What follows belongs to an exercise in optimizing a design on an open flow for small area, a short achievable clock period and few clock cycles per item; a production flow would make more cautious choices.
No functional check of the RTL was part of any run shown here.
Power and IR drop assume default switching activity.

==> flow/design.v (outline; a module is shown in full before it is edited, if it fits) <==
// module mul_fa: 11 lines
// module mul_ha: 10 lines
// module dadda_mul: 1940 lines
module dadda_mul
(
    input  logic        clk,
    input  logic        rst_n,
    input  logic        in_valid,
    input  logic        mode,
    input  logic [15:0] a,
    input  logic [15:0] b,
    output logic        out_valid,
    output logic [15:0] hi,
    output logic [15:0] lo
);
  // ...
==> flow/run.sh <==
#!/bin/bash
# synth_recipe.tcl (not shown) runs the flow's synth.tcl, then flattens the netlist and writes it again
# the make line also repeats each setting of config.mk as NAME=value (left out here)
make -C /OpenROAD-flow-scripts/flow DESIGN_CONFIG=/design/flow/config.mk WORK_HOME=/design/flow/orfs CLKGATE_MAP_FILE= SYNTH_SCRIPT=/design/flow/synth_recipe.tcl finish
==> flow/config.mk <==
export PLATFORM = sky130hd
export DESIGN_NAME = dadda_mul
export DESIGN_NICKNAME = dadda_mul
export VERILOG_FILES = /design/flow/design.v
export SDC_FILE = /design/flow/constraint.sdc
export NUM_CORES = 4
export LEC_CHECK = 0
export ABC_AREA = 1
export CAP_MARGIN = 20
export CORE_MARGIN = 2
export CORE_UTILIZATION = 40
export CTS_CLUSTER_DIAMETER = 150
export CTS_CLUSTER_SIZE = 30
export GPL_TIMING_DRIVEN = 1
export SETUP_SLACK_MARGIN = 2.2
export SLEW_MARGIN = 20
export SYNTH_HIERARCHICAL = 1
export SYNTH_MINIMUM_KEEP_SIZE = 0
==> flow/constraint.sdc <==
create_clock -name core_clock -period 4.0 [get_ports {clk}]
set_input_delay 0.8000 -clock core_clock [delete_from_list [all_inputs] [get_ports {clk}]]
set_output_delay 0.8000 -clock core_clock [all_outputs]
set_load 0.01 [all_outputs]
==> out/qor.txt, run 1 <==
Main synth FF type -> dfxtp_1
Post-Synth XOR/XNOR Area -> 0.0970
Reg power frac -> 0.510
RSZ-0062 raised after global routing -> yes
total CTS buffers -> 15
FF-to-FF path depth -> 4
Clock Root Buffer -> clkbuf_16
Commonest cells post-synth -> 328 x dfxtp_1, 148 x xor2_1, 128 x o22ai_1
M2 GR Usage -> 0.254
Post-DP HPWL -> 19700 um
vias in the first global route -> 8379
Combinational Power Share -> 0.320
Tap Count -> 448
wire per inst -> 15.8 um
WP data required -> 3.20 ns
Critical R2R Launch -> one84_q1
adder-cell share of the synthesized area -> 0.218
final-report max-slew violation count -> 0
status -> timing/DRC/antenna clean
CP endpoint kind -> output pin
commonest non-fill, non-tap cell in the layout -> dfxtp_1
mean area per synthesized cell -> 11.2 sq um
reg2reg end -> s219_q2
non-clock buffer count -> 101
fmax -> 552 MHz
post_cts resized -> 156
critical path arrival -> 1.01 ns
crit path launch type -> register
part of the cycle the worst path needs -> 0.453
core area -> 33500 sq um
cell area after placement -> 14700 sq um
CP Cell Sequence -> buf_2
Placement Rows -> 67
Non-clock buffering overhead -> 0.0713
met1 GRT Util -> 0.213
PortBufs -> 68
Total Power -> 10.1 mW
CP Depth -> 1
Die ar. -> 35600 sq um
==> run 2: changes to the inputs <==
--- a/flow/design.v
+++ b/flow/design.v
@@ -36,8 +36,10 @@
     output logic [15:0] hi,
     output logic [15:0] lo
 );
-    logic [4:0] vld;
+    logic [3:0] vld;
     logic [31:0] prod;
+    logic mode_q1;
+    logic a_15_q1;
     logic ax1;
     logic bx2;
     logic one3;
@@ -75,9 +77,7 @@
     logic pp18;
     logic a_14_q1;
     logic pp19;
-    logic a_15_q1;
     logic pp20;
-    logic ax1_q1;
     logic pp21;
     logic pp22;
     logic ppn23;
@@ -243,7 +243,6 @@
     logic pp162;
     logic pp163;
     logic d8164;
-    logic d8164_q1;
     logic pp165;
     logic pp166;
     logic pp167;
@@ -368,6 +367,8 @@
     logic c286;
     logic s287;
     logic c288;
+    logic pp142_q2;
+    logic pp160_q2;
     logic s289;
     logic c290;
     logic s291;
@@ -551,13 +552,11 @@
     logic c284_q2;
     logic s367;
     logic c368;
-    logic s289_q2;
     logic pp177_q2;
     logic c288_q2;
     logic s369;
     logic c370;
     logic s291_q2;
-    logic c290_q2;
     logic s371;
     logic c372;
     logic s293_q2;
@@ -625,88 +624,40 @@
     logic s375_q2;
     logic s425;
     logic c426;
-    logic s385_q3;
-    logic c312_q3;
-    logic c384_q3;
     logic s427;
     logic c428;
-    logic s387_q3;
-    logic c386_q3;
     logic s429;
     logic c430;
-    logic s389_q3;
-    logic c318_q3;
-    logic c388_q3;
     logic s431;
     logic c432;
-    logic s391_q3;
-    logic c322_q3;
-    logic c390_q3;
     logic s433;
     logic c434;
-    logic s393_q3;
-    logic c326_q3;
-    logic c392_q3;
     logic s435;
     logic c436;
-    logic s395_q3;
-    logic c330_q3;
-    logic c394_q3;
     logic s437;
     logic c438;
-    logic s397_q3;
-    logic c334_q3;
-    logic c396_q3;
     logic s439;
     logic c440;
-    logic s399_q3;
-    logic c338_q3;
-    logic c398_q3;
     logic s441;
     logic c442;
-    logic s401_q3;
-    logic c342_q3;
-    logic c400_q3;
     logic s443;
     logic c444;
-    logic s403_q3;
-    logic c346_q3;
-    logic c402_q3;
     logic s445;
     logic c446;
-    logic s405_q3;
-    logic c350_q3;
-    logic c404_q3;
     logic s447;
     logic c448;
-    logic s407_q3;
-    logic c354_q3;
-    logic c406_q3;
     logic s449;
     logic c450;
-    logic s409_q3;
-    logic c358_q3;
-    logic c408_q3;
     logic s451;
     logic c452;
-    logic s411_q3;
-    logic c410_q3;
     logic s453;
     logic c454;
-    logic s413_q3;
-    logic c412_q3;
     logic s455;
     logic c456;
-    logic s415_q3;
-    logic c414_q3;
     logic s457;
     logic c458;
-    logic s417_q3;
-    logic c416_q3;
     logic s459;
     logic c460;
-    logic s419_q3;
-    logic c418_q3;
     logic s461;
     logic c462;
     logic s463;
@@ -725,53 +676,82 @@
     logic g474;
     logic p475;
     logic g476;
-    logic s379_q3;
-    logic c378_q3;
     logic p477;
     logic g478;
-    logic s381_q3;
-    logic c380_q3;
     logic p479;
     logic g480;
-    logic s383_q3;
-    logic c382_q3;
     logic p481;
     logic g482;
+    logic s429_q3;
+    logic c428_q3;
     logic p483;
     logic g484;
+    logic s431_q3;
+    logic c430_q3;
     logic p485;
     logic g486;
+    logic s433_q3;
+    logic c432_q3;
     logic p487;
     logic g488;
+    logic s435_q3;
+    logic c434_q3;
     logic p489;
     logic g490;
+    logic s437_q3;
+    logic c436_q3;
     logic p491;
     logic g492;
+    logic s439_q3;
+    logic c438_q3;
     logic p493;
     logic g494;
+    logic s441_q3;
+    logic c440_q3;
     logic p495;
     logic g496;
+    logic s443_q3;
+    logic c442_q3;
     logic p497;
     logic g498;
+    logic s445_q3;
+    logic c444_q3;
     logic p499;
     logic g500;
+    logic s447_q3;
+    logic c446_q3;
     logic p501;
     logic g502;
+    logic s449_q3;
+    logic c448_q3;
     logic p503;
     logic g504;
+    logic s451_q3;
+    logic c450_q3;
     logic p505;
     logic g506;
+    logic s453_q3;
+    logic c452_q3;
     logic p507;
     logic g508;
+    logic s455_q3;
+    logic c454_q3;
     logic p509;
     logic g510;
+    logic s457_q3;
+    logic c456_q3;
     logic p511;
     logic g512;
+    logic s459_q3;
+    logic c458_q3;
     logic p513;
     logic g514;
+    logic s461_q3;
+    logic c460_q3;
     logic p515;
     logic g516;
     logic s463_q3;
+    logic c462_q3;
     logic p517;
     logic g518;
     logic s465_q3;
@@ -784,132 +764,86 @@
     logic g522;
     logic pp6_q2;
     logic pp6_q3;
-    logic pp6_q4;
     logic g470_q2;
     logic g470_q3;
-    logic g470_q4;
     logic G523;
     logic p469_q2;
     logic p469_q3;
-    logic p469_q4;
     logic P524;
     logic p471_q3;
-    logic p471_q4;
     logic s181_q2;
     logic s181_q3;
-    logic s181_q4;
     logic P525;
     logic p473_q3;
-    logic p473_q4;
     logic s297_q3;
-    logic s297_q4;
     logic P526;
     logic s377_q3;
-    logic s377_q4;
     logic g476_q3;
-    logic g476_q4;
     logic G527;
     logic p475_q3;
-    logic p475_q4;
     logic P528;
     logic G529;
-    logic p479_q4;
-    logic p477_q4;
+    logic p479_q3;
+    logic p477_q3;
     logic P530;
-    logic s427_q4;
-    logic g482_q4;
+    logic s427_q3;
+    logic g482_q3;
     logic G531;
-    logic p481_q4;
+    logic p481_q3;
     logic P532;
     logic G533;
-    logic p485_q4;
-    logic p483_q4;
     logic P534;
     logic G535;
-    logic p489_q4;
-    logic p487_q4;
     logic P536;
     logic G537;
-    logic p493_q4;
-    logic p491_q4;
     logic P538;
     logic G539;
-    logic p497_q4;
-    logic p495_q4;
     logic P540;
     logic G541;
-    logic p501_q4;
-    logic p499_q4;
     logic P542;
     logic G543;
-    logic p505_q4;
-    logic p503_q4;
     logic P544;
     logic G545;
-    logic p509_q4;
-    logic p507_q4;
     logic P546;
     logic G547;
-    logic p513_q4;
-    logic p511_q4;
     logic P548;
     logic G549;
-    logic p517_q4;
-    logic p515_q4;
     logic P550;
     logic G551;
-    logic p521_q4;
-    logic p519_q4;
     logic P552;
     logic G553;
     logic P554;
     logic g472_q3;
-    logic g472_q4;
     logic G555;
     logic P556;
     logic g474_q3;
-    logic g474_q4;
     logic G557;
     logic P558;
     logic G559;
     logic P560;
-    logic G529_q4;
+    logic G529_q3;
     logic G561;
     logic P562;
     logic G563;
     logic P564;
-    logic g488_q4;
-    logic G533_q4;
     logic G565;
     logic P566;
-    logic G535_q4;
     logic G567;
     logic P568;
-    logic g496_q4;
-    logic G537_q4;
     logic G569;
     logic P570;
-    logic G539_q4;
     logic G571;
     logic P572;
-    logic g504_q4;
-    logic G541_q4;
     logic G573;
     logic P574;
-    logic G543_q4;
     logic G575;
     logic P576;
-    logic g512_q4;
-    logic G545_q4;
     logic G577;
     logic P578;
-    logic G547_q4;
     logic G579;
     logic P580;
     logic G581;
     logic P582;
-    logic G551_q4;
-    logic G549_q4;
     logic G583;
     logic P584;
     logic G585;
@@ -920,7 +854,6 @@
     logic P590;
     logic G591;
     logic P592;
-    logic g484_q4;
     logic G593;
     logic P594;
     logic G595;
@@ -929,7 +862,6 @@
     logic P598;
     logic G599;
     logic P600;
-    logic g500_q4;
     logic G601;
     logic P602;
     logic G603;
@@ -938,17 +870,15 @@
     logic P606;
     logic G607;
     logic P608;
-    logic g516_q4;
     logic G609;
     logic P610;
     logic G611;
     logic P612;
-    logic G581_q4;
     logic G613;
     logic P614;
     logic G615;
     logic P616;
-    logic g478_q4;
+    logic g478_q3;
     logic G617;
     logic P618;
     logic G619;
@@ -965,7 +895,6 @@
     logic P630;
     logic G631;
     logic P632;
-    logic g508_q4;
     logic G633;
     logic P634;
     logic G635;
@@ -982,7 +911,6 @@
     logic P646;
     logic G647;
     logic P648;
-    logic g492_q4;
     logic G649;
     logic P650;
     logic G651;
@@ -1047,7 +975,7 @@
     logic sum710;
     logic sum711;
     logic sum712;
-    assign ax1 = mode & a[15];
+    assign ax1 = mode_q1 & a_15_q1;
     assign bx2 = mode & b[15];
     assign one3 = b[0];
     assign two4 = b[1] & ~b[0];
@@ -1067,9 +995,9 @@
     assign pp18 = ((one3_q1 & a_13_q1) | (two4_q1 & a_12_q1)) ^ b_1_q1;
     assign pp19 = ((one3_q1 & a_14_q1) | (two4_q1 & a_13_q1)) ^ b_1_q1;
     assign pp20 = ((one3_q1 & a_15_q1) | (two4_q1 & a_14_q1)) ^ b_1_q1;
-    assign pp21 = ((one3_q1 & ax1_q1) | (two4_q1 & a_15_q1)) ^ b_1_q1;
-    assign pp22 = ((one3_q1 & ax1_q1) | (two4_q1 & ax1_q1)) ^ b_1_q1;
-    assign ppn23 = ~(((one3_q1 & ax1_q1) | (two4_q1 & ax1_q1)) ^ b_1_q1);
+    assign pp21 = ((one3_q1 & ax1) | (two4_q1 & a_15_q1)) ^ b_1_q1;
+    assign pp22 = ((one3_q1 & ax1) | (two4_q1 & ax1)) ^ b_1_q1;
+    assign ppn23 = ~(((one3_q1 & ax1) | (two4_q1 & ax1)) ^ b_1_q1);
     assign one24 = b[2] ^ b[1];
     assign two25 = (b[3] & ~b[2] & ~b[1]) | (~b[3] & b[2] & b[1]);
     assign pp26 = ((one24_q1 & a_0_q1)) ^ b_3_q1;
@@ -1088,8 +1016,8 @@
     assign pp39 = ((one24_q1 & a_13_q1) | (two25_q1 & a_12_q1)) ^ b_3_q1;
     assign pp40 = ((one24_q1 & a_14_q1) | (two25_q1 & a_13_q1)) ^ b_3_q1;
     assign pp41 = ((one24_q1 & a_15_q1) | (two25_q1 & a_14_q1)) ^ b_3_q1;
-    assign pp42 = ((one24_q1 & ax1_q1) | (two25_q1 & a_15_q1)) ^ b_3_q1;
-    assign pp43 = ~(((one24_q1 & ax1_q1) | (two25_q1 & ax1_q1)) ^ b_3_q1);
+    assign pp42 = ((one24_q1 & ax1) | (two25_q1 & a_15_q1)) ^ b_3_q1;
+    assign pp43 = ~(((one24_q1 & ax1) | (two25_q1 & ax1)) ^ b_3_q1);
     assign one44 = b[4] ^ b[3];
     assign two45 = (b[5] & ~b[4] & ~b[3]) | (~b[5] & b[4] & b[3]);
     assign pp46 = ((one44_q1 & a_0_q1)) ^ b_5_q1;
@@ -1108,8 +1036,8 @@
     assign pp59 = ((one44_q1 & a_13_q1) | (two45_q1 & a_12_q1)) ^ b_5_q1;
     assign pp60 = ((one44_q1 & a_14_q1) | (two45_q1 & a_13_q1)) ^ b_5_q1;
     assign pp61 = ((one44_q1 & a_15_q1) | (two45_q1 & a_14_q1)) ^ b_5_q1;
-    assign pp62 = ((one44_q1 & ax1_q1) | (two45_q1 & a_15_q1)) ^ b_5_q1;
-    assign pp63 = ~(((one44_q1 & ax1_q1) | (two45_q1 & ax1_q1)) ^ b_5_q1);
+    assign pp62 = ((one44_q1 & ax1) | (two45_q1 & a_15_q1)) ^ b_5_q1;
+    assign pp63 = ~(((one44_q1 & ax1) | (two45_q1 & ax1)) ^ b_5_q1);
     assign one64 = b[6] ^ b[5];
     assign two65 = (b[7] & ~b[6] & ~b[5]) | (~b[7] & b[6] & b[5]);
     assign pp66 = ((one64_q1 & a_0_q1)) ^ b_7_q1;
@@ -1128,8 +1056,8 @@
     assign pp79 = ((one64_q1 & a_13_q1) | (two65_q1 & a_12_q1)) ^ b_7_q1;
     assign pp80 = ((one64_q1 & a_14_q1) | (two65_q1 & a_13_q1)) ^ b_7_q1;
     assign pp81 = ((one64_q1 & a_15_q1) | (two65_q1 & a_14_q1)) ^ b_7_q1;
-    assign pp82 = ((one64_q1 & ax1_q1) | (two65_q1 & a_15_q1)) ^ b_7_q1;
-    assign pp83 = ~(((one64_q1 & ax1_q1) | (two65_q1 & ax1_q1)) ^ b_7_q1);
+    assign pp82 = ((one64_q1 & ax1) | (two65_q1 & a_15_q1)) ^ b_7_q1;
+    assign pp83 = ~(((one64_q1 & ax1) | (two65_q1 & ax1)) ^ b_7_q1);
     assign one84 = b[8] ^ b[7];
     assign two85 = (b[9] & ~b[8] & ~b[7]) | (~b[9] & b[8] & b[7]);
     assign pp86 = ((one84_q1 & a_0_q1)) ^ b_9_q1;
@@ -1148,8 +1076,8 @@
     assign pp99 = ((one84_q1 & a_13_q1) | (two85_q1 & a_12_q1)) ^ b_9_q1;
     assign pp100 = ((one84_q1 & a_14_q1) | (two85_q1 & a_13_q1)) ^ b_9_q1;
     assign pp101 = ((one84_q1 & a_15_q1) | (two85_q1 & a_14_q1)) ^ b_9_q1;
-    assign pp102 = ((one84_q1 & ax1_q1) | (two85_q1 & a_15_q1)) ^ b_9_q1;
-    assign pp103 = ~(((one84_q1 & ax1_q1) | (two85_q1 & ax1_q1)) ^ b_9_q1);
+    assign pp102 = ((one84_q1 & ax1) | (two85_q1 & a_15_q1)) ^ b_9_q1;
+    assign pp103 = ~(((one84_q1 & ax1) | (two85_q1 & ax1)) ^ b_9_q1);
     assign one104 = b[10] ^ b[9];
     assign two105 = (b[11] & ~b[10] & ~b[9]) | (~b[11] & b[10] & b[9]);
     assign pp106 = ((one104_q1 & a_0_q1)) ^ b_11_q1;
@@ -1168,8 +1096,8 @@
     assign pp119 = ((one104_q1 & a_13_q1) | (two105_q1 & a_12_q1)) ^ b_11_q1;
     assign pp120 = ((one104_q1 & a_14_q1) | (two105_q1 & a_13_q1)) ^ b_11_q1;
     assign pp121 = ((one104_q1 & a_15_q1) | (two105_q1 & a_14_q1)) ^ b_11_q1;
-    assign pp122 = ((one104_q1 & ax1_q1) | (two105_q1 & a_15_q1)) ^ b_11_q1;
-    assign pp123 = ~(((one104_q1 & ax1_q1) | (two105_q1 & ax1_q1)) ^ b_11_q1);
+    assign pp122 = ((one104_q1 & ax1) | (two105_q1 & a_15_q1)) ^ b_11_q1;
+    assign pp123 = ~(((one104_q1 & ax1) | (two105_q1 & ax1)) ^ b_11_q1);
     assign one124 = b[12] ^ b[11];
     assign two125 = (b[13] & ~b[12] & ~b[11]) | (~b[13] & b[12] & b[11]);
     assign pp126 = ((one124_q1 & a_0_q1)) ^ b_13_q1;
@@ -1188,8 +1116,8 @@
     assign pp139 = ((one124_q1 & a_13_q1) | (two125_q1 & a_12_q1)) ^ b_13_q1;
     assign pp140 = ((one124_q1 & a_14_q1) | (two125_q1 & a_13_q1)) ^ b_13_q1;
     assign pp141 = ((one124_q1 & a_15_q1) | (two125_q1 & a_14_q1)) ^ b_13_q1;
-    assign pp142 = ((one124_q1 & ax1_q1) | (two125_q1 & a_15_q1)) ^ b_13_q1;
-    assign pp143 = ~(((one124_q1 & ax1_q1) | (two125_q1 & ax1_q1)) ^ b_13_q1);
+    assign pp142 = ((one124_q1 & ax1) | (two125_q1 & a_15_q1)) ^ b_13_q1;
+    assign pp143 = ~(((one124_q1 & ax1) | (two125_q1 & ax1)) ^ b_13_q1);
     assign one144 = b[14] ^ b[13];
     assign two145 = (b[15] & ~b[14] & ~b[13]) | (~b[15] & b[14] & b[13]);
     assign pp146 = ((one144_q1 & a_0_q1)) ^ b_15_q1;
@@ -1208,25 +1136,25 @@
     assign pp159 = ((one144_q1 & a_13_q1) | (two145_q1 & a_12_q1)) ^ b_15_q1;
     assign pp160 = ((one144_q1 & a_14_q1) | (two145_q1 & a_13_q1)) ^ b_15_q1;
     assign pp161 = ((one144_q1 & a_15_q1) | (two145_q1 & a_14_q1)) ^ b_15_q1;
-    assign pp162 = ((one144_q1 & ax1_q1) | (two145_q1 & a_15_q1)) ^ b_15_q1;
-    assign pp163 = ~(((one144_q1 & ax1_q1) | (two145_q1 & ax1_q1)) ^ b_15_q1);
-    assign d8164 = b[15] & ~mode;
-    assign pp165 = d8164_q1 & a_0_q1;
-    assign pp166 = d8164_q1 & a_1_q1;
-    assign pp167 = d8164_q1 & a_2_q1;
-    assign pp168 = d8164_q1 & a_3_q1;
-    assign pp169 = d8164_q1 & a_4_q1;
-    assign pp170 = d8164_q1 & a_5_q1;
-    assign pp171 = d8164_q1 & a_6_q1;
-    assign pp172 = d8164_q1 & a_7_q1;
-    assign pp173 = d8164_q1 & a_8_q1;
-    assign pp174 = d8164_q1 & a_9_q1;
-    assign pp175 = d8164_q1 & a_10_q1;
-    assign pp176 = d8164_q1 & a_11_q1;
-    assign pp177 = d8164_q1 & a_12_q1;
-    assign pp178 = d8164_q1 & a_13_q1;
-    assign pp179 = d8164_q1 & a_14_q1;
-    assign pp180 = d8164_q1 & a_15_q1;
+    assign pp162 = ((one144_q1 & ax1) | (two145_q1 & a_15_q1)) ^ b_15_q1;
+    assign pp163 = ~(((one144_q1 & ax1) | (two145_q1 & ax1)) ^ b_15_q1);
+    assign d8164 = b_15_q1 & ~mode_q1;
+    assign pp165 = d8164 & a_0_q1;
+    assign pp166 = d8164 & a_1_q1;
+    assign pp167 = d8164 & a_2_q1;
+    assign pp168 = d8164 & a_3_q1;
+    assign pp169 = d8164 & a_4_q1;
+    assign pp170 = d8164 & a_5_q1;
+    assign pp171 = d8164 & a_6_q1;
+    assign pp172 = d8164 & a_7_q1;
+    assign pp173 = d8164 & a_8_q1;
+    assign pp174 = d8164 & a_9_q1;
+    assign pp175 = d8164 & a_10_q1;
+    assign pp176 = d8164 & a_11_q1;
+    assign pp177 = d8164 & a_12_q1;
+    assign pp178 = d8164 & a_13_q1;
+    assign pp179 = d8164 & a_14_q1;
+    assign pp180 = d8164 & a_15_q1;
     mul_fa u_s181 (.a(pp7), .b(pp26), .ci(b_3_q1), .s(s181), .co(c182));
     mul_ha u_s183 (.a(pp8), .b(pp27), .s(s183), .co(c184));
     mul_fa u_s185 (.a(pp9), .b(pp28), .ci(pp46), .s(s185), .co(c186));
@@ -1285,8 +1213,8 @@
     assign c284 = pp122 | pp140;
     mul_ha u_s285 (.a(pp158), .b(pp175), .s(s285), .co(c286));
     mul_fa u_s287 (.a(pp123), .b(pp141), .ci(pp159), .s(s287), .co(c288));
-    assign s289 = ~(pp142 ^ pp160);
-    assign c290 = pp142 | pp160;
+    assign s289 = ~(pp142_q2 ^ pp160_q2);
+    assign c290 = pp142_q2 | pp160_q2;
     mul_fa u_s291 (.a(pp143), .b(pp161), .ci(pp178), .s(s291), .co(c292));
     assign s293 = ~(pp162 ^ pp179);
     assign c294 = pp162 | pp179;
@@ -1327,8 +1255,8 @@
     mul_fa u_s363 (.a(s279_q2), .b(s281_q2), .ci(c276_q2), .s(s363), .co(c364));
     mul_fa u_s365 (.a(s283_q2), .b(s285_q2), .ci(c280_q2), .s(s365), .co(c366));
     mul_fa u_s367 (.a(s287_q2), .b(pp176_q2), .ci(c284_q2), .s(s367), .co(c368));
-    mul_fa u_s369 (.a(s289_q2), .b(pp177_q2), .ci(c288_q2), .s(s369), .co(c370));
-    mul_ha u_s371 (.a(s291_q2), .b(c290_q2), .s(s371), .co(c372));
+    mul_fa u_s369 (.a(s289), .b(pp177_q2), .ci(c288_q2), .s(s369), .co(c370));
+    mul_ha u_s371 (.a(s291_q2), .b(c290), .s(s371), .co(c372));
     mul_ha u_s373 (.a(s293_q2), .b(c292_q2), .s(s373), .co(c374));
     mul_ha u_s375 (.a(s295), .b(c294), .s(s375), .co(c376));
     mul_fa u_s377 (.a(s303), .b(c192_q2), .ci(c302), .s(s377), .co(c378));
@@ -1356,24 +1284,24 @@
     mul_ha u_s421 (.a(s371), .b(c370), .s(s421), .co(c422));
     mul_ha u_s423 (.a(s373), .b(c372), .s(s423), .co(c424));
     mul_ha u_s425 (.a(s375_q2), .b(c374), .s(s425), .co(c426));
-    mul_fa u_s427 (.a(s385_q3), .b(c312_q3), .ci(c384_q3), .s(s427), .co(c428));
-    mul_ha u_s429 (.a(s387_q3), .b(c386_q3), .s(s429), .co(c430));
-    mul_fa u_s431 (.a(s389_q3), .b(c318_q3), .ci(c388_q3), .s(s431), .co(c432));
-    mul_fa u_s433 (.a(s391_q3), .b(c322_q3), .ci(c390_q3), .s(s433), .co(c434));
-    mul_fa u_s435 (.a(s393_q3), .b(c326_q3), .ci(c392_q3), .s(s435), .co(c436));
-    mul_fa u_s437 (.a(s395_q3), .b(c330_q3), .ci(c394_q3), .s(s437), .co(c438));
-    mul_fa u_s439 (.a(s397_q3), .b(c334_q3), .ci(c396_q3), .s(s439), .co(c440));
-    mul_fa u_s441 (.a(s399_q3), .b(c338_q3), .ci(c398_q3), .s(s441), .co(c442));
-    mul_fa u_s443 (.a(s401_q3), .b(c342_q3), .ci(c400_q3), .s(s443), .co(c444));
-    mul_fa u_s445 (.a(s403_q3), .b(c346_q3), .ci(c402_q3), .s(s445), .co(c446));
-    mul_fa u_s447 (.a(s405_q3), .b(c350_q3), .ci(c404_q3), .s(s447), .co(c448));
-    mul_fa u_s449 (.a(s407_q3), .b(c354_q3), .ci(c406_q3), .s(s449), .co(c450));
-    mul_fa u_s451 (.a(s409_q3), .b(c358_q3), .ci(c408_q3), .s(s451), .co(c452));
-    mul_ha u_s453 (.a(s411_q3), .b(c410_q3), .s(s453), .co(c454));
-    mul_ha u_s455 (.a(s413_q3), .b(c412_q3), .s(s455), .co(c456));
-    mul_ha u_s457 (.a(s415_q3), .b(c414_q3), .s(s457), .co(c458));
-    mul_ha u_s459 (.a(s417_q3), .b(c416_q3), .s(s459), .co(c460));
-    mul_ha u_s461 (.a(s419_q3), .b(c418_q3), .s(s461), .co(c462));
+    mul_fa u_s427 (.a(s385), .b(c312), .ci(c384), .s(s427), .co(c428));
+    mul_ha u_s429 (.a(s387), .b(c386), .s(s429), .co(c430));
+    mul_fa u_s431 (.a(s389), .b(c318), .ci(c388), .s(s431), .co(c432));
+    mul_fa u_s433 (.a(s391), .b(c322), .ci(c390), .s(s433), .co(c434));
+    mul_fa u_s435 (.a(s393), .b(c326), .ci(c392), .s(s435), .co(c436));
+    mul_fa u_s437 (.a(s395), .b(c330), .ci(c394), .s(s437), .co(c438));
+    mul_fa u_s439 (.a(s397), .b(c334), .ci(c396), .s(s439), .co(c440));
+    mul_fa u_s441 (.a(s399), .b(c338), .ci(c398), .s(s441), .co(c442));
+    mul_fa u_s443 (.a(s401), .b(c342), .ci(c400), .s(s443), .co(c444));
+    mul_fa u_s445 (.a(s403), .b(c346), .ci(c402), .s(s445), .co(c446));
+    mul_fa u_s447 (.a(s405), .b(c350), .ci(c404), .s(s447), .co(c448));
+    mul_fa u_s449 (.a(s407), .b(c354), .ci(c406), .s(s449), .co(c450));
+    mul_fa u_s451 (.a(s409), .b(c358), .ci(c408), .s(s451), .co(c452));
+    mul_ha u_s453 (.a(s411), .b(c410), .s(s453), .co(c454));
+    mul_ha u_s455 (.a(s413), .b(c412), .s(s455), .co(c456));
+    mul_ha u_s457 (.a(s415), .b(c414), .s(s457), .co(c458));
+    mul_ha u_s459 (.a(s417), .b(c416), .s(s459), .co(c460));
+    mul_ha u_s461 (.a(s419), .b(c418), .s(s461), .co(c462));
     mul_ha u_s463 (.a(s421), .b(c420), .s(s463), .co(c464));
     mul_ha u_s465 (.a(s423), .b(c422), .s(s465), .co(c466));
     mul_ha u_s467 (.a(s425), .b(c424), .s(s467), .co(c468));
@@ -1385,149 +1313,149 @@
     assign g474 = s299 & c298;
     assign p475 = s301 ^ c300;
     assign g476 = s301 & c300;
-    assign p477 = s379_q3 ^ c378_q3;
-    assign g478 = s379_q3 & c378_q3;
-    assign p479 = s381_q3 ^ c380_q3;
-    assign g480 = s381_q3 & c380_q3;
-    assign p481 = s383_q3 ^ c382_q3;
-    assign g482 = s383_q3 & c382_q3;
-    assign p483 = s429 ^ c428;
-    assign g484 = s429 & c428;
-    assign p485 = s431 ^ c430;
-    assign g486 = s431 & c430;
-    assign p487 = s433 ^ c432;
-    assign g488 = s433 & c432;
-    assign p489 = s435 ^ c434;
-    assign g490 = s435 & c434;
-    assign p491 = s437 ^ c436;
-    assign g492 = s437 & c436;
-    assign p493 = s439 ^ c438;
-    assign g494 = s439 & c438;
-    assign p495 = s441 ^ c440;
-    assign g496 = s441 & c440;
-    assign p497 = s443 ^ c442;
-    assign g498 = s443 & c442;
-    assign p499 = s445 ^ c444;
-    assign g500 = s445 & c444;
-    assign p501 = s447 ^ c446;
-    assign g502 = s447 & c446;
-    assign p503 = s449 ^ c448;
-    assign g504 = s449 & c448;
-    assign p505 = s451 ^ c450;
-    assign g506 = s451 & c450;
-    assign p507 = s453 ^ c452;
-    assign g508 = s453 & c452;
-    assign p509 = s455 ^ c454;
-    assign g510 = s455 & c454;
-    assign p511 = s457 ^ c456;
-    assign g512 = s457 & c456;
-    assign p513 = s459 ^ c458;
-    assign g514 = s459 & c458;
-    assign p515 = s461 ^ c460;
-    assign g516 = s461 & c460;
-    assign p517 = s463_q3 ^ c462;
-    assign g518 = s463_q3 & c462;
+    assign p477 = s379 ^ c378;
+    assign g478 = s379 & c378;
+    assign p479 = s381 ^ c380;
+    assign g480 = s381 & c380;
+    assign p481 = s383 ^ c382;
+    assign g482 = s383 & c382;
+    assign p483 = s429_q3 ^ c428_q3;
+    assign g484 = s429_q3 & c428_q3;
+    assign p485 = s431_q3 ^ c430_q3;
+    assign g486 = s431_q3 & c430_q3;
+    assign p487 = s433_q3 ^ c432_q3;
+    assign g488 = s433_q3 & c432_q3;
+    assign p489 = s435_q3 ^ c434_q3;
+    assign g490 = s435_q3 & c434_q3;
+    assign p491 = s437_q3 ^ c436_q3;
+    assign g492 = s437_q3 & c436_q3;
+    assign p493 = s439_q3 ^ c438_q3;
+    assign g494 = s439_q3 & c438_q3;
+    assign p495 = s441_q3 ^ c440_q3;
+    assign g496 = s441_q3 & c440_q3;
+    assign p497 = s443_q3 ^ c442_q3;
+    assign g498 = s443_q3 & c442_q3;
+    assign p499 = s445_q3 ^ c444_q3;
+    assign g500 = s445_q3 & c444_q3;
+    assign p501 = s447_q3 ^ c446_q3;
+    assign g502 = s447_q3 & c446_q3;
+    assign p503 = s449_q3 ^ c448_q3;
+    assign g504 = s449_q3 & c448_q3;
+    assign p505 = s451_q3 ^ c450_q3;
+    assign g506 = s451_q3 & c450_q3;
+    assign p507 = s453_q3 ^ c452_q3;
+    assign g508 = s453_q3 & c452_q3;
+    assign p509 = s455_q3 ^ c454_q3;
+    assign g510 = s455_q3 & c454_q3;
+    assign p511 = s457_q3 ^ c456_q3;
+    assign g512 = s457_q3 & c456_q3;
+    assign p513 = s459_q3 ^ c458_q3;
+    assign g514 = s459_q3 & c458_q3;
+    assign p515 = s461_q3 ^ c460_q3;
+    assign g516 = s461_q3 & c460_q3;
+    assign p517 = s463_q3 ^ c462_q3;
+    assign g518 = s463_q3 & c462_q3;
     assign p519 = s465_q3 ^ c464_q3;
     assign g520 = s465_q3 & c464_q3;
     assign p521 = s467_q3 ^ c466_q3;
     assign g522 = s467_q3 & c466_q3;
-    assign G523 = pp6_q4 & g470_q4;
-    assign P524 = pp6_q4 & p469_q4;
-    assign P525 = p471_q4 & s181_q4;
-    assign P526 = p473_q4 & s297_q4;
-    assign G527 = s377_q4 & g476_q4;
-    assign P528 = s377_q4 & p475_q4;
+    assign G523 = pp6_q3 & g470_q3;
+    assign P524 = pp6_q3 & p469_q3;
+    assign P525 = p471_q3 & s181_q3;
+    assign P526 = p473_q3 & s297_q3;
+    assign G527 = s377_q3 & g476_q3;
+    assign P528 = s377_q3 & p475_q3;
     assign G529 = g480 | (p479 & g478);
-    assign P530 = p479_q4 & p477_q4;
-    assign G531 = s427_q4 & g482_q4;
-    assign P532 = s427_q4 & p481_q4;
+    assign P530 = p479_q3 & p477_q3;
+    assign G531 = s427_q3 & g482_q3;
+    assign P532 = s427_q3 & p481_q3;
     assign G533 = g486 | (p485 & g484);
-    assign P534 = p485_q4 & p483_q4;
+    assign P534 = p485 & p483;
     assign G535 = g490 | (p489 & g488);
-    assign P536 = p489_q4 & p487_q4;
+    assign P536 = p489 & p487;
     assign G537 = g494 | (p493 & g492);
-    assign P538 = p493_q4 & p491_q4;
+    assign P538 = p493 & p491;
     assign G539 = g498 | (p497 & g496);
-    assign P540 = p497_q4 & p495_q4;
+    assign P540 = p497 & p495;
     assign G541 = g502 | (p501 & g500);
-    assign P542 = p501_q4 & p499_q4;
+    assign P542 = p501 & p499;
     assign G543 = g506 | (p505 & g504);
-    assign P544 = p505_q4 & p503_q4;
+    assign P544 = p505 & p503;
     assign G545 = g510 | (p509 & g508);
-    assign P546 = p509_q4 & p507_q4;
+    assign P546 = p509 & p507;
     assign G547 = g514 | (p513 & g512);
-    assign P548 = p513_q4 & p511_q4;
+    assign P548 = p513 & p511;
     assign G549 = g518 | (p517 & g516);
-    assign P550 = p517_q4 & p515_q4;
+    assign P550 = p517 & p515;
     assign G551 = g522 | (p521 & g520);
-    assign P552 = p521_q4 & p519_q4;
-    assign G553 = s181_q4 & G523;
-    assign P554 = s181_q4 & P524;
-    assign G555 = g472_q4 | (P525 & G523);
+    assign P552 = p521 & p519;
+    assign G553 = s181_q3 & G523;
+    assign P554 = s181_q3 & P524;
+    assign G555 = g472_q3 | (P525 & G523);
     assign P556 = P525 & P524;
-    assign G557 = g476_q4 | (p475_q4 & g474_q4);
-    assign P558 = p475_q4 & P526;
-    assign G559 = G527 | (P528 & g474_q4);
+    assign G557 = g476_q3 | (p475_q3 & g474_q3);
+    assign P558 = p475_q3 & P526;
+    assign G559 = G527 | (P528 & g474_q3);
     assign P560 = P528 & P526;
-    assign G561 = g482_q4 | (p481_q4 & G529_q4);
-    assign P562 = p481_q4 & P530;
-    assign G563 = G531 | (P532 & G529_q4);
+    assign G561 = g482_q3 | (p481_q3 & G529_q3);
+    assign P562 = p481_q3 & P530;
+    assign G563 = G531 | (P532 & G529_q3);
     assign P564 = P532 & P530;
-    assign G565 = g488_q4 | (p487_q4 & G533_q4);
-    assign P566 = p487_q4 & P534;
-    assign G567 = G535_q4 | (P536 & G533_q4);
+    assign G565 = g488 | (p487 & G533);
+    assign P566 = p487 & P534;
+    assign G567 = G535 | (P536 & G533);
     assign P568 = P536 & P534;
-    assign G569 = g496_q4 | (p495_q4 & G537_q4);
-    assign P570 = p495_q4 & P538;
-    assign G571 = G539_q4 | (P540 & G537_q4);
+    assign G569 = g496 | (p495 & G537);
+    assign P570 = p495 & P538;
+    assign G571 = G539 | (P540 & G537);
     assign P572 = P540 & P538;
-    assign G573 = g504_q4 | (p503_q4 & G541_q4);
-    assign P574 = p503_q4 & P542;
-    assign G575 = G543_q4 | (P544 & G541_q4);
+    assign G573 = g504 | (p503 & G541);
+    assign P574 = p503 & P542;
+    assign G575 = G543 | (P544 & G541);
     assign P576 = P544 & P542;
-    assign G577 = g512_q4 | (p511_q4 & G545_q4);
-    assign P578 = p511_q4 & P546;
-    assign G579 = G547_q4 | (P548 & G545_q4);
+    assign G577 = g512 | (p511 & G545);
+    assign P578 = p511 & P546;
+    assign G579 = G547 | (P548 & G545);
     assign P580 = P548 & P546;
     assign G581 = g520 | (p519 & G549);
-    assign P582 = p519_q4 & P550;
-    assign G583 = G551_q4 | (P552 & G549_q4);
+    assign P582 = p519 & P550;
+    assign G583 = G551 | (P552 & G549);
     assign P584 = P552 & P550;
-    assign G585 = s297_q4 & G555;
-    assign P586 = s297_q4 & P556;
-    assign G587 = g474_q4 | (P526 & G555);
+    assign G585 = s297_q3 & G555;
+    assign P586 = s297_q3 & P556;
+    assign G587 = g474_q3 | (P526 & G555);
     assign P588 = P526 & P556;
     assign G589 = G557 | (P558 & G555);
     assign P590 = P558 & P556;
     assign G591 = G559 | (P560 & G555);
     assign P592 = P560 & P556;
-    assign G593 = g484_q4 | (p483_q4 & G563);
-    assign P594 = p483_q4 & P564;
-    assign G595 = G533_q4 | (P534 & G563);
+    assign G593 = g484 | (p483 & G563);
+    assign P594 = p483 & P564;
+    assign G595 = G533 | (P534 & G563);
     assign P596 = P534 & P564;
     assign G597 = G565 | (P566 & G563);
     assign P598 = P566 & P564;
     assign G599 = G567 | (P568 & G563);
     assign P600 = P568 & P564;
-    assign G601 = g500_q4 | (p499_q4 & G571);
-    assign P602 = p499_q4 & P572;
-    assign G603 = G541_q4 | (P542 & G571);
+    assign G601 = g500 | (p499 & G571);
+    assign P602 = p499 & P572;
+    assign G603 = G541 | (P542 & G571);
     assign P604 = P542 & P572;
     assign G605 = G573 | (P574 & G571);
     assign P606 = P574 & P572;
     assign G607 = G575 | (P576 & G571);
     assign P608 = P576 & P572;
-    assign G609 = g516_q4 | (p515_q4 & G579);
-    assign P610 = p515_q4 & P580;
-    assign G611 = G549_q4 | (P550 & G579);
+    assign G609 = g516 | (p515 & G579);
+    assign P610 = p515 & P580;
+    assign G611 = G549 | (P550 & G579);
     assign P612 = P550 & P580;
-    assign G613 = G581_q4 | (P582 & G579);
+    assign G613 = G581 | (P582 & G579);
     assign P614 = P582 & P580;
     assign G615 = G583 | (P584 & G579);
     assign P616 = P584 & P580;
-    assign G617 = g478_q4 | (p477_q4 & G591);
-    assign P618 = p477_q4 & P592;
-    assign G619 = G529_q4 | (P530 & G591);
+    assign G617 = g478_q3 | (p477_q3 & G591);
+    assign P618 = p477_q3 & P592;
+    assign G619 = G529_q3 | (P530 & G591);
     assign P620 = P530 & P592;
     assign G621 = G561 | (P562 & G591);
     assign P622 = P562 & P592;
@@ -1541,9 +1469,9 @@
     assign P630 = P598 & P592;
     assign G631 = G599 | (P600 & G591);
     assign P632 = P600 & P592;
-    assign G633 = g508_q4 | (p507_q4 & G607);
-    assign P634 = p507_q4 & P608;
-    assign G635 = G545_q4 | (P546 & G607);
+    assign G633 = g508 | (p507 & G607);
+    assign P634 = p507 & P608;
+    assign G635 = G545 | (P546 & G607);
     assign P636 = P546 & P608;
     assign G637 = G577 | (P578 & G607);
     assign P638 = P578 & P608;
@@ -1557,9 +1485,9 @@
     assign P646 = P614 & P608;
     assign G647 = G615 | (P616 & G607);
     assign P648 = P616 & P608;
-    assign G649 = g492_q4 | (p491_q4 & G631);
-    assign P650 = p491_q4 & P632;
-    assign G651 = G537_q4 | (P538 & G631);
+    assign G649 = g492 | (p491 & G631);
+    assign P650 = p491 & P632;
+    assign G651 = G537 | (P538 & G631);
     assign P652 = P538 & P632;
     assign G653 = G569 | (P570 & G631);
     assign P654 = P570 & P632;
@@ -1589,47 +1517,49 @@
     assign P678 = P646 & P632;
     assign G679 = G647 | (P648 & G631);
     assign P680 = P648 & P632;
-    assign sum681 = p469_q4;
-    assign sum682 = pp6_q4 ^ g470_q4;
-    assign sum683 = s181_q4 ^ G523;
-    assign sum684 = p471_q4 ^ G553;
-    assign sum685 = s297_q4 ^ G555;
-    assign sum686 = p473_q4 ^ G585;
-    assign sum687 = p475_q4 ^ G587;
-    assign sum688 = s377_q4 ^ G589;
-    assign sum689 = p477_q4 ^ G591;
-    assign sum690 = p479_q4 ^ G617;
-    assign sum691 = p481_q4 ^ G619;
-    assign sum692 = s427_q4 ^ G621;
-    assign sum693 = p483_q4 ^ G623;
-    assign sum694 = p485_q4 ^ G625;
-    assign sum695 = p487_q4 ^ G627;
-    assign sum696 = p489_q4 ^ G629;
-    assign sum697 = p491_q4 ^ G631;
-    assign sum698 = p493_q4 ^ G649;
-    assign sum699 = p495_q4 ^ G651;
-    assign sum700 = p497_q4 ^ G653;
-    assign sum701 = p499_q4 ^ G655;
-    assign sum702 = p501_q4 ^ G657;
-    assign sum703 = p503_q4 ^ G659;
-    assign sum704 = p505_q4 ^ G661;
-    assign sum705 = p507_q4 ^ G663;
-    assign sum706 = p509_q4 ^ G665;
-    assign sum707 = p511_q4 ^ G667;
-    assign sum708 = p513_q4 ^ G669;
-    assign sum709 = p515_q4 ^ G671;
-    assign sum710 = p517_q4 ^ G673;
-    assign sum711 = p519_q4 ^ G675;
-    assign sum712 = p521_q4 ^ G677;
+    assign sum681 = p469_q3;
+    assign sum682 = pp6_q3 ^ g470_q3;
+    assign sum683 = s181_q3 ^ G523;
+    assign sum684 = p471_q3 ^ G553;
+    assign sum685 = s297_q3 ^ G555;
+    assign sum686 = p473_q3 ^ G585;
+    assign sum687 = p475_q3 ^ G587;
+    assign sum688 = s377_q3 ^ G589;
+    assign sum689 = p477_q3 ^ G591;
+    assign sum690 = p479_q3 ^ G617;
+    assign sum691 = p481_q3 ^ G619;
+    assign sum692 = s427_q3 ^ G621;
+    assign sum693 = p483 ^ G623;
+    assign sum694 = p485 ^ G625;
+    assign sum695 = p487 ^ G627;
+    assign sum696 = p489 ^ G629;
+    assign sum697 = p491 ^ G631;
+    assign sum698 = p493 ^ G649;
+    assign sum699 = p495 ^ G651;
+    assign sum700 = p497 ^ G653;
+    assign sum701 = p499 ^ G655;
+    assign sum702 = p501 ^ G657;
+    assign sum703 = p503 ^ G659;
+    assign sum704 = p505 ^ G661;
+    assign sum705 = p507 ^ G663;
+    assign sum706 = p509 ^ G665;
+    assign sum707 = p511 ^ G667;
+    assign sum708 = p513 ^ G669;
+    assign sum709 = p515 ^ G671;
+    assign sum710 = p517 ^ G673;
+    assign sum711 = p519 ^ G675;
+    assign sum712 = p521 ^ G677;
     always_ff @(posedge clk or negedge rst_n)
     begin
         if (!rst_n)
             vld <= '0;
         else
-            vld <= {vld[3:0], in_valid};
+            vld <= {vld[2:0], in_valid};
     end
     always_ff @(posedge clk)
     begin
+        mode_q1 <= mode;
+        a_15_q1 <= a[15];
         one3_q1 <= one3;
         a_0_q1 <= a[0];
         b_1_q1 <= b[1];
@@ -1648,8 +1578,6 @@
         a_12_q1 <= a[12];
         a_13_q1 <= a[13];
         a_14_q1 <= a[14];
-        a_15_q1 <= a[15];
-        ax1_q1 <= ax1;
         one24_q1 <= one24;
         b_3_q1 <= b[3];
         two25_q1 <= two25;
@@ -1671,7 +1599,8 @@
         one144_q1 <= one144;
         b_15_q1 <= b[15];
         two145_q1 <= two145;
-        d8164_q1 <= d8164;
+        pp142_q2 <= pp142;
+        pp160_q2 <= pp160;
         s185_q2 <= s185;
         b_5_q2 <= b_5_q1;
         c184_q2 <= c184;
@@ -1775,11 +1704,9 @@
         s287_q2 <= s287;
         pp176_q2 <= pp176;
         c284_q2 <= c284;
-        s289_q2 <= s289;
         pp177_q2 <= pp177;
         c288_q2 <= c288;
         s291_q2 <= s291;
-        c290_q2 <= c290;
         s293_q2 <= s293;
         c292_q2 <= c292;
         c192_q2 <= c192;
@@ -1791,142 +1718,71 @@
         c282_q2 <= c282;
         c286_q2 <= c286;
         s375_q2 <= s375;
-        s385_q3 <= s385;
-        c312_q3 <= c312;
-        c384_q3 <= c384;
-        s387_q3 <= s387;
-        c386_q3 <= c386;
-        s389_q3 <= s389;
-        c318_q3 <= c318;
-        c388_q3 <= c388;
-        s391_q3 <= s391;
-        c322_q3 <= c322;
-        c390_q3 <= c390;
-        s393_q3 <= s393;
-        c326_q3 <= c326;
-        c392_q3 <= c392;
-        s395_q3 <= s395;
-        c330_q3 <= c330;
-        c394_q3 <= c394;
-        s397_q3 <= s397;
-        c334_q3 <= c334;
-        c396_q3 <= c396;
-        s399_q3 <= s399;
-        c338_q3 <= c338;
-        c398_q3 <= c398;
-        s401_q3 <= s401;
-        c342_q3 <= c342;
-        c400_q3 <= c400;
-        s403_q3 <= s403;
-        c346_q3 <= c346;
-        c402_q3 <= c402;
-        s405_q3 <= s405;
-        c350_q3 <= c350;
-        c404_q3 <= c404;
-        s407_q3 <= s407;
-        c354_q3 <= c354;
-        c406_q3 <= c406;
-        s409_q3 <= s409;
-        c358_q3 <= c358;
-        c408_q3 <= c408;
-        s411_q3 <= s411;
-        c410_q3 <= c410;
-        s413_q3 <= s413;
-        c412_q3 <= c412;
-        s415_q3 <= s415;
-        c414_q3 <= c414;
-        s417_q3 <= s417;
-        c416_q3 <= c416;
-        s419_q3 <= s419;
-        c418_q3 <= c418;
         s183_q2 <= s183;
         c182_q2 <= c182;
-        s379_q3 <= s379;
-        c378_q3 <= c378;
-        s381_q3 <= s381;
-        c380_q3 <= c380;
-        s383_q3 <= s383;
-        c382_q3 <= c382;
+        s429_q3 <= s429;
+        c428_q3 <= c428;
+        s431_q3 <= s431;
+        c430_q3 <= c430;
+        s433_q3 <= s433;
+        c432_q3 <= c432;
+        s435_q3 <= s435;
+        c434_q3 <= c434;
+        s437_q3 <= s437;
+        c436_q3 <= c436;
+        s439_q3 <= s439;
+        c438_q3 <= c438;
+        s441_q3 <= s441;
+        c440_q3 <= c440;
+        s443_q3 <= s443;
+        c442_q3 <= c442;
+        s445_q3 <= s445;
+        c444_q3 <= c444;
+        s447_q3 <= s447;
+        c446_q3 <= c446;
+        s449_q3 <= s449;
+        c448_q3 <= c448;
+        s451_q3 <= s451;
+        c450_q3 <= c450;
+        s453_q3 <= s453;
+        c452_q3 <= c452;
+        s455_q3 <= s455;
+        c454_q3 <= c454;
+        s457_q3 <= s457;
+        c456_q3 <= c456;
+        s459_q3 <= s459;
+        c458_q3 <= c458;
+        s461_q3 <= s461;
+        c460_q3 <= c460;
         s463_q3 <= s463;
+        c462_q3 <= c462;
         s465_q3 <= s465;
         c464_q3 <= c464;
         s467_q3 <= s467;
         c466_q3 <= c466;
         pp6_q2 <= pp6;
         pp6_q3 <= pp6_q2;
-        pp6_q4 <= pp6_q3;
         g470_q2 <= g470;
         g470_q3 <= g470_q2;
-        g470_q4 <= g470_q3;
         p469_q2 <= p469;
         p469_q3 <= p469_q2;
-        p469_q4 <= p469_q3;
         p471_q3 <= p471;
-        p471_q4 <= p471_q3;
         s181_q2 <= s181;
         s181_q3 <= s181_q2;
-        s181_q4 <= s181_q3;
         p473_q3 <= p473;
-        p473_q4 <= p473_q3;
         s297_q3 <= s297;
-        s297_q4 <= s297_q3;
         s377_q3 <= s377;
-        s377_q4 <= s377_q3;
         g476_q3 <= g476;
-        g476_q4 <= g476_q3;
         p475_q3 <= p475;
-        p475_q4 <= p475_q3;
-        p479_q4 <= p479;
-        p477_q4 <= p477;
-        s427_q4 <= s427;
-        g482_q4 <= g482;
-        p481_q4 <= p481;
-        p485_q4 <= p485;
-        p483_q4 <= p483;
-        p489_q4 <= p489;
-        p487_q4 <= p487;
-        p493_q4 <= p493;
-        p491_q4 <= p491;
-        p497_q4 <= p497;
-        p495_q4 <= p495;
-        p501_q4 <= p501;
-        p499_q4 <= p499;
-        p505_q4 <= p505;
-        p503_q4 <= p503;
-        p509_q4 <= p509;
-        p507_q4 <= p507;
-        p513_q4 <= p513;
-        p511_q4 <= p511;
-        p517_q4 <= p517;
-        p515_q4 <= p515;
-        p521_q4 <= p521;
-        p519_q4 <= p519;
+        p479_q3 <= p479;
+        p477_q3 <= p477;
+        s427_q3 <= s427;
+        g482_q3 <= g482;
+        p481_q3 <= p481;
         g472_q3 <= g472;
-        g472_q4 <= g472_q3;
         g474_q3 <= g474;
-        g474_q4 <= g474_q3;
-        G529_q4 <= G529;
-        g488_q4 <= g488;
-        G533_q4 <= G533;
-        G535_q4 <= G535;
-        g496_q4 <= g496;
-        G537_q4 <= G537;
-        G539_q4 <= G539;
-        g504_q4 <= g504;
-        G541_q4 <= G541;
-        G543_q4 <= G543;
-        g512_q4 <= g512;
-        G545_q4 <= G545;
-        G547_q4 <= G547;
-        G551_q4 <= G551;
-        G549_q4 <= G549;
-        g484_q4 <= g484;
-        g500_q4 <= g500;
-        g516_q4 <= g516;
-        G581_q4 <= G581;
-        g478_q4 <= g478;
-        g508_q4 <= g508;
-        g492_q4 <= g492;
+        G529_q3 <= G529;
+        g478_q3 <= g478;
         prod[0] <= sum681;
         prod[1] <= sum682;
         prod[2] <= sum683;
@@ -1960,7 +1816,7 @@
         prod[30] <= sum711;
         prod[31] <= sum712;
     end
-    assign out_valid = vld[4];
+    assign out_valid = vld[3];
     assign hi = prod[31:16];
     assign lo = prod[15:0];
 endmodule
--- a/flow/config.mk
+++ b/flow/config.mk
@@ -11,8 +11,7 @@
 export CORE_UTILIZATION = 40
 export CTS_CLUSTER_DIAMETER = 150
 export CTS_CLUSTER_SIZE = 30
-export GPL_TIMING_DRIVEN = 1
-export SETUP_SLACK_MARGIN = 2.2
+export SETUP_SLACK_MARGIN = 2.0
 export SLEW_MARGIN = 20
 export SYNTH_HIERARCHICAL = 1
 export SYNTH_MINIMUM_KEEP_SIZE = 0
==> out/qor.txt, run 2 <==
core area -> 29700 sq um (was 33500 sq um)
Total GRT Usage -> 0.165 (was 0.156)
total inserted antenna cells -> 0 (unchanged)
largest net degree at the start of global routing -> 32 (unchanged)
Syn Std Cell Area -> 12100 sq um (was 13600 sq um)
Post-synth EDFFs -> 0 (unchanged)
Power Dens Cells -> 690 nW/um^2 (was 643 nW/um^2)
CTS tree -> built (unchanged)
synth unique cells -> 26 (was 25)
first-pass GRT wire length -> 41300 um (was 44400 um)
Biggest register -> prod (unchanged)
Routability Congestion -> 0.820 (was 0.873)
mean area per synthesized cell -> 10.7 sq um (was 11.2 sq um)
Worst-path clk slew -> 0.12 ns (was 0.11 ns)
final-report max-slew violation count -> 0 (unchanged)
share of layout cells above drive strength 1 -> 0.0580 (was 0.128)
DR vias/cell -> 4.88 (was 4.77)
Yosys warnings -> 7 (unchanged)
total CTS buffers -> 12 (was 15)
DRT iter0 DRCs -> 516 (was 533)
DRC violation count after routing -> 0 (unchanged)
CP max stage cell -> fa_1 (was dfrtp_1)
# nets final -> 1381 (was 1496)
fmax -> 493 MHz (was 552 MHz)
# setup viols final -> 0 (unchanged)
ys async rst share -> 0.0153 (was 0.0150)
Post-DP HPWL -> 18400 um (was 19700 um)
io pins -> 69 (unchanged)
Commonest cells post-synth -> 257 x dfxtp_1, 147 x xor2_1, 128 x o22ai_1 (was 328 x dfxtp_1, 148 x xor2_1, 128 x o22ai_1)
CP Cell Sequence -> clkinv_1 > o22ai_1 > xor2_1 > fa_1 (was buf_2)
Die ar. -> 31700 sq um (was 35600 sq um)
PortBufs -> 68 (unchanged)
Total Neg Setup Slack -> 0 ns (unchanged)
wire per inst -> 16.0 um (was 15.8 um)
worst vdd ir -> 290 uV (was 381 uV)
Worst Setup SP -> a_15_q1 (was vld[4])
Die W -> 178 um (was 189 um)
Die Height -> 178 um (was 189 um)
number of synthesized register bits -> 261 (was 333)
initial antenna violation count -> 0 (unchanged)
Layout area overhead -> 11.3% (was 15.1%)
Mapped Cells -> 1135 (was 1218)
clk_skew -> 0.0191 ns (was 0.0340 ns)
Yosys top cell by area -> dfxtp_1 (unchanged)
CTS Sinks -> 261 (was 333)
Max Cap Viol -> 0 (unchanged)
WP data required -> 4.34 ns (was 3.20 ns)
status -> timing/DRC/antenna clean (unchanged)
commonest non-fill, non-tap cell in the layout -> dfxtp_1 (unchanged)
Clock Root Buffer -> clkbuf_16 (unchanged)
FF-to-FF path depth -> 4 (unchanged)
antenna-violating nets left -> 0 (unchanged)
post-synth top area share -> 0.424 (was 0.481)
RSZ-0062 raised after global routing -> yes (unchanged)
Min-Delay Startpoint -> g470_q2 (was p469_q4)
register area share after synthesis -> 0.433 (was 0.491)
Final Hold Viols -> 0 (unchanged)
Placement Rows -> 63 (was 67)
most frequent cells in the layout -> 246 x dfxtp_1, 146 x xor2_1, 128 x o22ai_1 (was 299 x dfxtp_1, 148 x xor2_1, 128 x o22ai_1)
count leader, synth -> dfxtp_1 (unchanged)
Clk Latency, worst-skew pair -> 0.49 ns (was 0.51 ns)
crit-path max FO -> 17 (was 1)
Hold Path Class -> reg2reg (unchanged)
Post-Route WL -> 25000 um (was 27400 um)
Leakage -> 6.06 nW (was 7.04 nW)
Vias -> 7619 (was 8283)
Critical R2R Launch -> a_15_q1 (was one84_q1)
min Tclk post-route -> 2.03 ns (was 1.81 ns)
part of the cycle the worst path needs -> 0.507 (was 0.453)
worst-margin pin slew -> 1.03 ns (was 0.697 ns)
Regs by FF count -> prod (32), vld (4) (was prod (32), vld (5))
max_slew headroom -> 0.316 (was 0.535)
CTS max path bufs -> 3 (unchanged)
Initial Util -> 0.408 (was 0.407)
critical path arrival -> 2.37 ns (was 1.01 ns)
hold depth -> 0 (unchanged)
GR Overflow Total -> 0 (unchanged)
Worst path max stage delay -> 0.50 ns (was 0.37 ns)
crit path launch type -> register (unchanged)
depth of the CTS H-tree -> 1 (unchanged)
number of flip-flops in the largest register -> 32 (unchanged)
CP endpoint kind -> register (was output pin)
vias in the first global route -> 7898 (was 8379)
number of detailed-route iterations in the first pass -> 5 (unchanged)
Synth area leaders -> dfxtp_1 42%, fa_1 18%, xor2_1 11% (was dfxtp_1 48%, fa_1 16%, xor2_1 9.5%)
Setup CP Type -> reg2reg (was reg2out)
WHS -> 0.337 ns (was 0.336 ns)
Main synth FF type -> dfxtp_1 (unchanged)
Mapped Nets -> 1345 (was 1428)
## run 2: changes by cell type after synthesis, sizes merged, moves of 4 or more
| cell | delta |
|---|---|
| a21o | -9 |
| clkinv | +12 |
| dfxtp | -71 |
| inv | -25 |
| nand3 | -4 |
| nor2 | +13 |
| o21bai | -4 |
## run 2: worst paths after layout
kind                           end  slack (ns)
max reg2reg                s233_q2        1.97
min reg2reg                g470_q3        0.34
min in group asynchronous   vld[3]        0.49
max in group asynchronous   vld[1]        3.35
min                        g470_q3        0.34
max                        s233_q2        1.97
## run 2: through the flow
stage          cells  utilization  area [sq um]  total power, mW  setup WS, ns
2_1_floorplan   1135            -         12100             6.84          2.10
4_1_cts         1562        0.452         13400             9.49          1.95
3_3_place_gp    1546        0.441         13100             8.07          1.86
5_1_grt         1562        0.454         13500             10.3          1.91
6_report        1562        0.454         13500             9.32          1.97
3_5_place_dp    1546        0.441         13100             8.18          1.76
## run 2: final cells by class
cell class / count / area, sq um
flip-flops and latches: 261 / 5270
well taps: 390 / 488
clock buffers: 14 / 329
multi-input cells: 709 / 6260
fillers: 2783 / 16200
repair buffers: 72 / 677
inverters: 115 / 469
clock inverters: 1 / 11.3
## run 2: kinds of logic (layout without fill, tap and decap cells)
logic type,count (synthesis),in the layout,share of synthesized area
AO/OA/AOI/OAI,162,162,0.0805
XOR/XNOR,151,151,0.109
adder cells (fa/ha/maj),174,174,0.246
buffers and inverters,165,202,0.0535
flip-flops,261,261,0.433
multiplexers,7,7,0.00650
AND/OR/NAND/NOR,215,215,0.0715
## run 2: routing by layer
layer,up-vias,share of wire,global-route usage
met2,198,0.47,0.281
met4,0,0.015,0.0335
met1,3682,0.46,0.220
met5,-,0,0
li1,3713,-,-
met3,26,0.053,0.0283
## run 2: timing repair
action	in CTS	in global routing
resized for setup	45	24
hold buffers	0	0
setup buffers	1	0
setup endpoints to repair	62	81
pin swaps	3	17
## run 2: where the power goes
group	internal (mW)	switching, mW	total, mW
Combinational	1.78	2.27	4.05
Clock	0.599	0.801	1.40
Sequential	3.50	0.370	3.87
## run 2: worst max-delay path, delay by kind of cell (launching register included)
family | cells | cell delay (ns)
buffers and inverters | 1 | 0.38
flip-flops | 1 | 0.35
XOR/XNOR | 1 | 0.27
adder cells (fa/ha/maj) | 1 | 0.50
AO/OA/AOI/OAI | 1 | 0.38
## run 2: per-module statistics from Yosys (local to each module, per instance)
| module | times used | flops+latches | cells inside | area, sq um |
|---|---|---|---|---|
| mul_fa | 107 | 0 | 1 | 20.0 |
| mul_ha | 31 | 0 | 1 | 12.5 |
| dadda_mul | 1 | 261 | 997 | 9600 |

==> re-timing with driven ports <==
No port has a modelled driver above. Below, the same layouts with a new extraction and two added sets of constraints. Step 1 (the two cells are an assumption about what drives the block):
set clk [get_ports {clk}]
set_driving_cell -lib_cell sky130_fd_sc_hd__clkbuf_16 $clk
set_driving_cell -lib_cell sky130_fd_sc_hd__buf_2 [delete_from_list [all_inputs] $clk]
Step 2 moves the port delays by t, midway between the first and last clock arrival at a register: inputs arrive t later, outputs are due t later. That takes back most of the time a late clock gives input paths. Three values: no drivers, after step 1, after step 2; two values: the first two.
run | t (ns) | setup slack, ns | clock arrival spread, ns | cell pins on the clock port's net
run 1 | 0.540 | 2.189 / 2.145 / 2.125 | 0.035 / 0.035 | 1
run 2 | 0.530 | 1.972 / 1.972 / 1.972 | 0.019 / 0.019 | 1
After both steps setup and hold are still met in every run listed. The setup slack of run 1, which loses most, moves by -0.044 ns with the drivers and by -0.064 ns with both steps.
